Background: an optimization exercise with open tools, aiming at small area, a short achievable clock period and few clock cycles per item. Do not read the settings as production practice.
The RTL was checked by simulation tests, not by an equivalence proof against the original design.
Power and IR drop assume default switching activity.

$ cat design/flow/config.mk
export PLATFORM = sky130hd
export DESIGN_NAME = lattice_fermion_hop_sign
export DESIGN_NICKNAME = lattice_fermion_hop_sign
export VERILOG_FILES = /design/flow/design.v
export SDC_FILE = /design/flow/constraint.sdc
export NUM_CORES = 4
export LEC_CHECK = 0
export CAP_MARGIN = 20
export CORE_MARGIN = 2
export CORE_UTILIZATION = 40
export SLEW_MARGIN = 20
$ cat design/flow/constraint.sdc
create_clock -name core_clock -period 5.0 [get_ports {clk}]
set_input_delay 1.0000 -clock core_clock [delete_from_list [all_inputs] [get_ports {clk}]]
set_output_delay 1.0000 -clock core_clock [all_outputs]
set_load 0.01 [all_outputs]
$ cat design/flow/design.v
package lfhs_pkg;
    localparam int MODE_W = 2;
    localparam int IDX_W  = 6;
    localparam int CFG_W  = 7;
    localparam int CNT_W  = 7;
    localparam int OCC_W  = 2;
    localparam int ERR_W  = 2;
    localparam int ADDR_SPAN = 64;
    typedef enum logic [MODE_W-1:0] {
        MODE_HOP_UP      = 2'd0,
        MODE_HOP_DOWN    = 2'd1,
        MODE_CREATE_UP   = 2'd2,
        MODE_CREATE_DOWN = 2'd3
    } mode_t;
    typedef enum logic [ERR_W-1:0] {
        ERR_NONE     = 2'd0,
        ERR_PARTICLE = 2'd1,
        ERR_LIMIT    = 2'd2
    } err_t;
    localparam logic CFG_UP_LIMIT   = 1'b0;
    localparam logic CFG_DOWN_LIMIT = 1'b1;
    typedef enum logic [2:0] {
        ST_IDLE,
        ST_LOOKUP,
        ST_SCAN,
        ST_UPDATE,
        ST_DONE
    } state_t;
    typedef struct packed {
        logic [MODE_W-1:0] mode;
        logic [IDX_W-1:0]  particle;
        logic [IDX_W-1:0]  site;
    } in_item_t;
    typedef struct packed {
        logic              step_parity;
        logic              sign_negative;
        logic [OCC_W-1:0]  dest_occupancy;
        logic [ERR_W-1:0]  error;
    } out_item_t;
    typedef struct packed {
        logic             start;
        logic [CNT_W-1:0] lo;
        logic [CNT_W-1:0] hi;
    } scan_cmd_t;
    typedef struct packed {
        logic done;
        logic parity;
    } scan_res_t;
endpackage
module lfhs_ram #(
    parameter int WIDTH = 6,
    parameter int DEPTH = 128
) (
    input  logic                     clk,
    input  logic                     wr_en,
    input  logic [$clog2(DEPTH)-1:0] wr_addr,
    input  logic [WIDTH-1:0]         wr_data,
    input  logic [$clog2(DEPTH)-1:0] rd_addr,
    output logic [WIDTH-1:0]         rd_data
);
    logic [WIDTH-1:0] mem_reg [DEPTH];
    always_ff @(posedge clk)
    begin
        if (wr_en)
        begin
            mem_reg[wr_addr] <= wr_data;
        end
    end
    assign rd_data = mem_reg[rd_addr];
endmodule
module lfhs_scan #(
    parameter int SITE_CNT = 64
) (
    input  logic [SITE_CNT-1:0] mask,
    input  logic [SITE_CNT-1:0] map_a,
    input  logic [SITE_CNT-1:0] map_b,
    output logic                par_a,
    output logic                par_b
);
    assign par_a = ^(map_a & mask);
    assign par_b = ^(map_b & mask);
endmodule
module lattice_fermion_hop_sign #(
    parameter int SITES         = 64,
    parameter int MAX_PARTICLES = 64
) (
    input  logic             clk,
    input  logic             rst_n,
    input  logic             in_valid,
    output logic             in_stall,
    input  lfhs_pkg::in_item_t  in_data,
    output logic             out_valid,
    input  logic             out_stall,
    output lfhs_pkg::out_item_t out_data,
    input  logic             cfg_write,
    input  logic             cfg_index,
    input  logic [lfhs_pkg::CFG_W-1:0] cfg_data
);
    localparam int NS = 64;
    localparam int SW = 6;
    localparam int QD = 4;
    logic                 r1_v;
    lfhs_pkg::in_item_t   r1_d;
    logic                 in_accept;
    logic                 r2_v;
    logic                 r2_sp;
    logic                 r2_hop;
    logic [SW-1:0]        r2_p;
    logic [SW-1:0]        r2_s;
    logic [SW-1:0]        r2_o;
    logic [NS-1:0]        r2_mask;
    logic                 r2_corr;
    logic [NS-1:0]        occ_up_reg;
    logic [NS-1:0]        occ_dn_reg;
    logic [lfhs_pkg::CNT_W-1:0] created_up_reg;
    logic [lfhs_pkg::CNT_W-1:0] created_dn_reg;
    logic [lfhs_pkg::CFG_W-1:0] lim_up_reg;
    logic [lfhs_pkg::CFG_W-1:0] lim_dn_reg;
    logic                 sign_reg;
    logic [5:0]           q_mem [QD];
    logic [1:0]           q_wr;
    logic [1:0]           q_rd;
    logic [2:0]           q_cnt;
    logic [2:0]           pend;
    logic                 out_valid_reg;
    logic                 out_take;
    logic                 b_sp;
    logic                 b_hop;
    logic [SW-1:0]        b_p;
    logic [SW-1:0]        b_s;
    logic [SW-1:0]        b_o_raw;
    logic [SW-1:0]        b_o;
    logic                 b_fwd;
    logic [NS-1:0]        b_th_o;
    logic [NS-1:0]        b_th_s;
    logic [lfhs_pkg::CNT_W-1:0] c_created;
    logic [lfhs_pkg::CFG_W-1:0] c_lim;
    logic                 c_busy;
    logic                 c_err_part;
    logic                 c_err_lim;
    logic                 c_change;
    logic                 c_par_up;
    logic                 c_par_dn;
    logic                 c_flip;
    logic                 c_sign;
    logic [SW:0]          c_waddr;
    lfhs_pkg::out_item_t  c_res;
    assign in_accept = in_valid && !in_stall;
    always_ff @(posedge clk or negedge rst_n)
    begin
        if (!rst_n)
        begin
            r1_v <= 1'b0;
            r2_v <= 1'b0;
        end
        else
        begin
            r1_v <= in_accept;
            r2_v <= r1_v;
        end
    end
    always_ff @(posedge clk)
    begin
        r1_d <= in_data;
    end
    assign b_sp  = r1_d.mode[0];
    assign b_hop = !r1_d.mode[1];
    assign b_p   = r1_d.particle;
    assign b_s   = r1_d.site;
    lfhs_ram #(
        .WIDTH (SW),
        .DEPTH (2 * NS)
    ) u_site_list (
        .clk     (clk),
        .wr_en   (c_change),
        .wr_addr (c_waddr),
        .wr_data (r2_s),
        .rd_addr ({b_sp, b_p}),
        .rd_data (b_o_raw)
    );
    assign b_fwd = c_change && (c_waddr == {b_sp, b_p});
    assign b_o   = b_fwd ? r2_s : b_o_raw;
    always_comb
    begin
        for (int i = 0; i < NS; i++)
        begin
            b_th_o[i] = (i < int'(b_o));
            b_th_s[i] = (i < int'(b_s));
        end
    end
    always_ff @(posedge clk)
    begin
        r2_sp   <= b_sp;
        r2_hop  <= b_hop;
        r2_p    <= b_p;
        r2_s    <= b_s;
        r2_o    <= b_o;
        r2_mask <= b_hop ? (b_th_o ^ b_th_s) : b_th_s;
        r2_corr <= b_hop && (b_o < b_s);
    end
    assign c_created  = r2_sp ? created_dn_reg : created_up_reg;
    assign c_lim      = r2_sp ? lim_dn_reg : lim_up_reg;
    assign c_busy     = r2_sp ? occ_dn_reg[r2_s] : occ_up_reg[r2_s];
    assign c_err_part = r2_hop && ({1'b0, r2_p} >= c_created);
    assign c_err_lim  = !r2_hop && ((c_created >= c_lim) || c_created[6]);
    assign c_change   = r2_v && !c_err_part && !c_err_lim && !c_busy;
    assign c_waddr    = {r2_sp, r2_hop ? r2_p : c_created[SW-1:0]};
    lfhs_scan #(
        .SITE_CNT (NS)
    ) u_parity (
        .mask  (r2_mask),
        .map_a (occ_up_reg),
        .map_b (occ_dn_reg),
        .par_a (c_par_up),
        .par_b (c_par_dn)
    );
    assign c_flip = c_change && (((!r2_sp || !r2_hop) && c_par_up) ^ (r2_sp && c_par_dn) ^ r2_corr);
    assign c_sign = sign_reg ^ c_flip;
    assign c_res.step_parity    = c_flip;
    assign c_res.sign_negative  = c_sign;
    assign c_res.dest_occupancy = {occ_dn_reg[r2_s] || (c_change && r2_sp),
                                   occ_up_reg[r2_s] || (c_change && !r2_sp)};
    assign c_res.error          = {c_err_lim, c_err_part};
    always_ff @(posedge clk or negedge rst_n)
    begin
        if (!rst_n)
        begin
            occ_up_reg     <= '0;
            occ_dn_reg     <= '0;
            created_up_reg <= '0;
            created_dn_reg <= '0;
            lim_up_reg     <= '0;
            lim_dn_reg     <= '0;
            sign_reg       <= 1'b0;
        end
        else
        begin
            sign_reg <= c_sign;
            if (c_change)
            begin
                if (r2_sp)
                begin
                    if (r2_hop)
                    begin
                        occ_dn_reg[r2_o] <= 1'b0;
                    end
                    else
                    begin
                        created_dn_reg <= created_dn_reg + lfhs_pkg::CNT_W'(1);
                    end
                    occ_dn_reg[r2_s] <= 1'b1;
                end
                else
                begin
                    if (r2_hop)
                    begin
                        occ_up_reg[r2_o] <= 1'b0;
                    end
                    else
                    begin
                        created_up_reg <= created_up_reg + lfhs_pkg::CNT_W'(1);
                    end
                    occ_up_reg[r2_s] <= 1'b1;
                end
            end
            if (cfg_write && (cfg_index == lfhs_pkg::CFG_UP_LIMIT))
            begin
                lim_up_reg <= cfg_data;
            end
            if (cfg_write && (cfg_index == lfhs_pkg::CFG_DOWN_LIMIT))
            begin
                lim_dn_reg <= cfg_data;
            end
        end
    end
    assign out_take = out_valid_reg && !out_stall;
    always_ff @(posedge clk)
    begin
        if (r2_v)
        begin
            q_mem[q_wr] <= c_res;
        end
    end
    always_ff @(posedge clk or negedge rst_n)
    begin
        if (!rst_n)
        begin
            q_wr          <= '0;
            q_rd          <= '0;
            q_cnt         <= '0;
            pend          <= '0;
            out_valid_reg <= 1'b0;
        end
        else
        begin
            if (r2_v)
            begin
                q_wr <= q_wr + 2'd1;
            end
            if (out_take)
            begin
                q_rd <= q_rd + 2'd1;
            end
            q_cnt         <= q_cnt + {2'b00, r2_v} - {2'b00, out_take};
            out_valid_reg <= (q_cnt + {2'b00, r2_v} - {2'b00, out_take}) != 3'd0;
            pend          <= pend + {2'b00, in_accept} - {2'b00, out_take};
        end
    end
    assign in_stall  = pend[2];
    assign out_valid = out_valid_reg;
    assign out_data  = q_mem[q_rd];
endmodule
$ cat design/flow/run.sh
#!/bin/bash
# synth_recipe.tcl (not shown) runs the flow's synth.tcl, then flattens the netlist and writes it again
# the make line also repeats each setting of config.mk as NAME=value (left out here)
make -C /OpenROAD-flow-scripts/flow DESIGN_CONFIG=/design/flow/config.mk WORK_HOME=/design/flow/orfs CLKGATE_MAP_FILE= SYNTH_SCRIPT=/design/flow/synth_recipe.tcl finish
==> summary.txt <==
CTS
  • CTS tree: yes
  • Cts hold-fix bufs: 0
  • Resized Gates After CTS: 0
  • CTS sink cnt: 1060
  • Root Buffer: clkbuf_16
  • Clock buffer depth: 3
  • Clk pin slew, worst setup/hold paths: around 60 ps
  • Post-CTS Setup Bufs: 0
  • CTS buffer count: ~110
  • Worst-Skew Late Latency: around 710 ps
  • Htree depth: 3

Drt
  • ANT nets after route: 0
  • # DRC: 0
  • First-pass DRT Iterations: 5
  • Via count: between 20000 and 30000
  • 1st-iter DRT viols: ~2700
  • Vias per inst: approximately 5.7
  • Wire per inst: about 27 um
  • Post-Route WL: 129000 um

Yosys
  • Cells after synthesis: roughly 3000
  • Compound-Gate Fraction of Synth Area: 6.34%
  • Post-synth EDFFs: between 700 and 800
  • Synthesized area per cell: 15.1 um^2
  • Cell Area, Synth: 45700 um^2
  • Async S/R FF share, synth: 16.0%
  • Simple-Gate Fraction of Synth Area: 6.67%
  • Main combinational cell family by area after synthesis: multiplexers
  • Synth Net Count: roughly 3100
  • Synth unique cells: 80
  • XOR/XNOR Fraction of Synth Area: under 10%
  • Synth Warn #: 2
  • Post-synthesis mux area share: 14.1%
  • Top FF cell, synth: edfxtp_1
  • Sequential-to-total area share from yosys stat: 65.7%
  • Adder-cell share of the synthesized area: 1.07%
  • Yosys reg bits: 1060

Worst setup path
  • Critical-path cell list: mux4_1, a221o_1, a21oi_1, a31oi_1, or3_1, a2111o_4, mux2i_2, inv_1, ha_1, a21o_1, a21oi_1, nor2_1, nor4_2, mux2_1, o22a_1
  • WS Path Type: reg -> reg
  • Crit. End Element: flop
  • Critical Path RT: between 5000 and 6000 ps
  • Critical Path Fanout Max: 19
  • Buf/Inv on CP: 1
  • Arrival time worst endpoint: a little over 5000 ps
  • Worst path slowest cell: mux4_1
  • Crit-path max cell delay: around 670 ps
  • Most frequent CP cell: a21oi_1
  • Crit-path leading delay family: compound AO/OA/AOI/OAI gates
  • Crit path launch type: flop

Die
  • CORE AREA: approximately 110000 um^2
  • Die Y: around 340 um
  • Die ar.: 117000 um^2
  • Cell Rows: around 120
  • Number of I/O pins: 35
  • Die W: 342 um
  • Starting density of the core: between 40 and 50%

Timing
  • Final setup fails: 0
  • Max-slew headroom: between 30 and 40%
  • Fmax: ~0.22 GHz
  • Tightest Pin Transition: between 1000 and 1500 ps
  • Final Hold Viols: 0
  • Period utilisation layout: about 91%
  • Unrepaired setup endpoints after global routing: no
  • Sum Neg Setup Slack: 0 ps
  • Slew Limit Fails: 0
  • Setup Skew: 51.1 ps
  • Post-layout minimum cycle time: approximately 4600 ps

Layout
  • Share of cells above drive strength 1: 17.4%
  • Final #Nets: 3196
  • Largest register FFs: between 700 and 800
  • Fin area: between 50000 and 60000 um^2
  • Inserted Diodes: 0
  • Most common cell after layout, fill and taps aside: edfxtp_1
  • Most frequent cells in the layout: edfxtp_1, nand2_1, o21ai_0
  • P&R area growth vs syn: 13.2%

Global routing
  • Overall Global Routing Usage: about 22%
  • Vias in the first global route: approximately 27000
  • Largest net degree at the start of global routing: 103
  • First-pass GRT wire length: 188000 um
  • Gr ovfl total: 0
  • Initial antenna violation count: 1

Placed design
  • Gp weighted congestion: 0.973
  • DP Area: 48200 um^2
  • Hpwl dp: 87800 um
  • IO buf count: 34

Power and ir drop
  • Maximum vdd drop: about 0.38 mV
  • Leak Pwr: 17.5 nW
  • Cell area power density: around 400 nW/um^2

Status
  • Outcome: complete, no violations

Worst hold path
  • Hold WC Path Type: reg -> reg

Job
  • Number of max-cap violations: 0
## synth_stat cells (all sizes together), types with 47 or more instances
library cell	count	area share (%)
a21oi	62	0.71
buf	65	0.80
clkbuf	80	0.66
dfrtp	170	9.3
dfxtp	98	4.3
edfxtp	792	52
inv	47	0.39
mux2i	94	2.1
mux4	223	11
nand2	299	2.5
nor2	226	1.9
o21ai	259	2.9
xnor2	127	2.4
xor2	68	1.3
## cell type report
class	instances	area, um^2
Sequential cell	1060	30000
Tap cell	1500	1880
Fill cell	9757	61100
Clock buffer	166	3150
Inverter	50	188
Multi-Input combinational cell	1777	14800
Clock inverter	32	388
Timing Repair Buffer	137	1250
## worst register-to-register path: cells and delay by family (launching register included)
| family | cells | cell delay (ps) |
|---|---|---|
| AOI/OAI and AO/OA | 7 | 1550 |
| muxes | 3 | 1310 |
| and+or+nand+nor | 3 | 660 |
| DFF | 1 | 580 |
| adders and majority gates | 1 | 300 |
| buffers and inverters | 1 | 80 |
## path summary, 6_finish.rpt
check                      startpoint             end  slack (ps)  cells past startpoint
max                           r2_s[1]         r2_corr         430                     15
max in group asynchronous       rst_n        sign_reg        3630                      2
max reg2reg                   r2_s[1]         r2_corr         430                     15
min                              r1_v            r2_v         350                      0
min reg2reg                      r1_v            r2_v         350                      0
min in group asynchronous       rst_n  occ_up_reg[22]         370                      1
## through the flow
step	setup WS [ps]	utilization (%)	hold WS, ps	cells	power, mW
3_5_place_dp	443	42.7	336	4524	12.9
6_report	433	45.8	349	4722	20.7
4_1_cts	437	45.8	350	4722	20.8
5_1_grt	175	45.8	366	4722	21.4
3_3_place_gp	429	42.7	334	4524	12.8
2_1_floorplan	129	-	325	3032	11.8
## where the power goes
group          total [mW]  leakage, nW  switching (mW)  internal, mW
registers            10.2         10.2           0.428          9.81
logic                2.46         5.60            1.41          1.05
clock network        7.96         1.72            3.40          4.56
## per-layer routing
layer	wire length, um	part of all wire, %	up-vias	GRT usage [%]
met4	5330	4.1	2	8.82
li1	-	-	11700	-
met2	61100	47	1102	35.3
met1	53700	42	13700	29.9
met5	34	0.026	-	0
met3	8580	6.7	250	4.04
## cell families after synthesis
| kind of cell | Yosys count |
|---|---|
| compound gates | 477 |
| flops | 1060 |
| simple gates | 700 |
| fa+ha+maj | 38 |
| mux | 357 |
| buf+inv | 195 |
| xor+xnor | 205 |
Testbench counts, summed over its fixed seeds: cycles 9,624, items 9,600.

-- separate check: timing with driven ports --
How much do the figures lean on ideal ports? The routed layout below was timed once more, with nothing changed but the port constraints. Step 1 assumes that a clkbuf_16 drives the clock port and a buf_2 every other input. Step 2 adds t to the input delays and takes it off the output delays; t is the mean of the earliest and latest rising clock arrival at the registers after step 1. Input paths then give back, and output paths get back, about the clock's delay inside the block. Three values: ideal, step 1, step 2; two values: the first two.
shift t [ns]: 0.758
slack for setup (ns): 0.433 / 0.433 / 0.433
worst register clock-pin slew, ns: 0.07 / 0.07
worst slew at a driven data input, ns: 0.04
After both steps this run still meets setup and hold. The setup slack of this run moves by 0.000 ns with the drivers and by 0.000 ns with both steps.
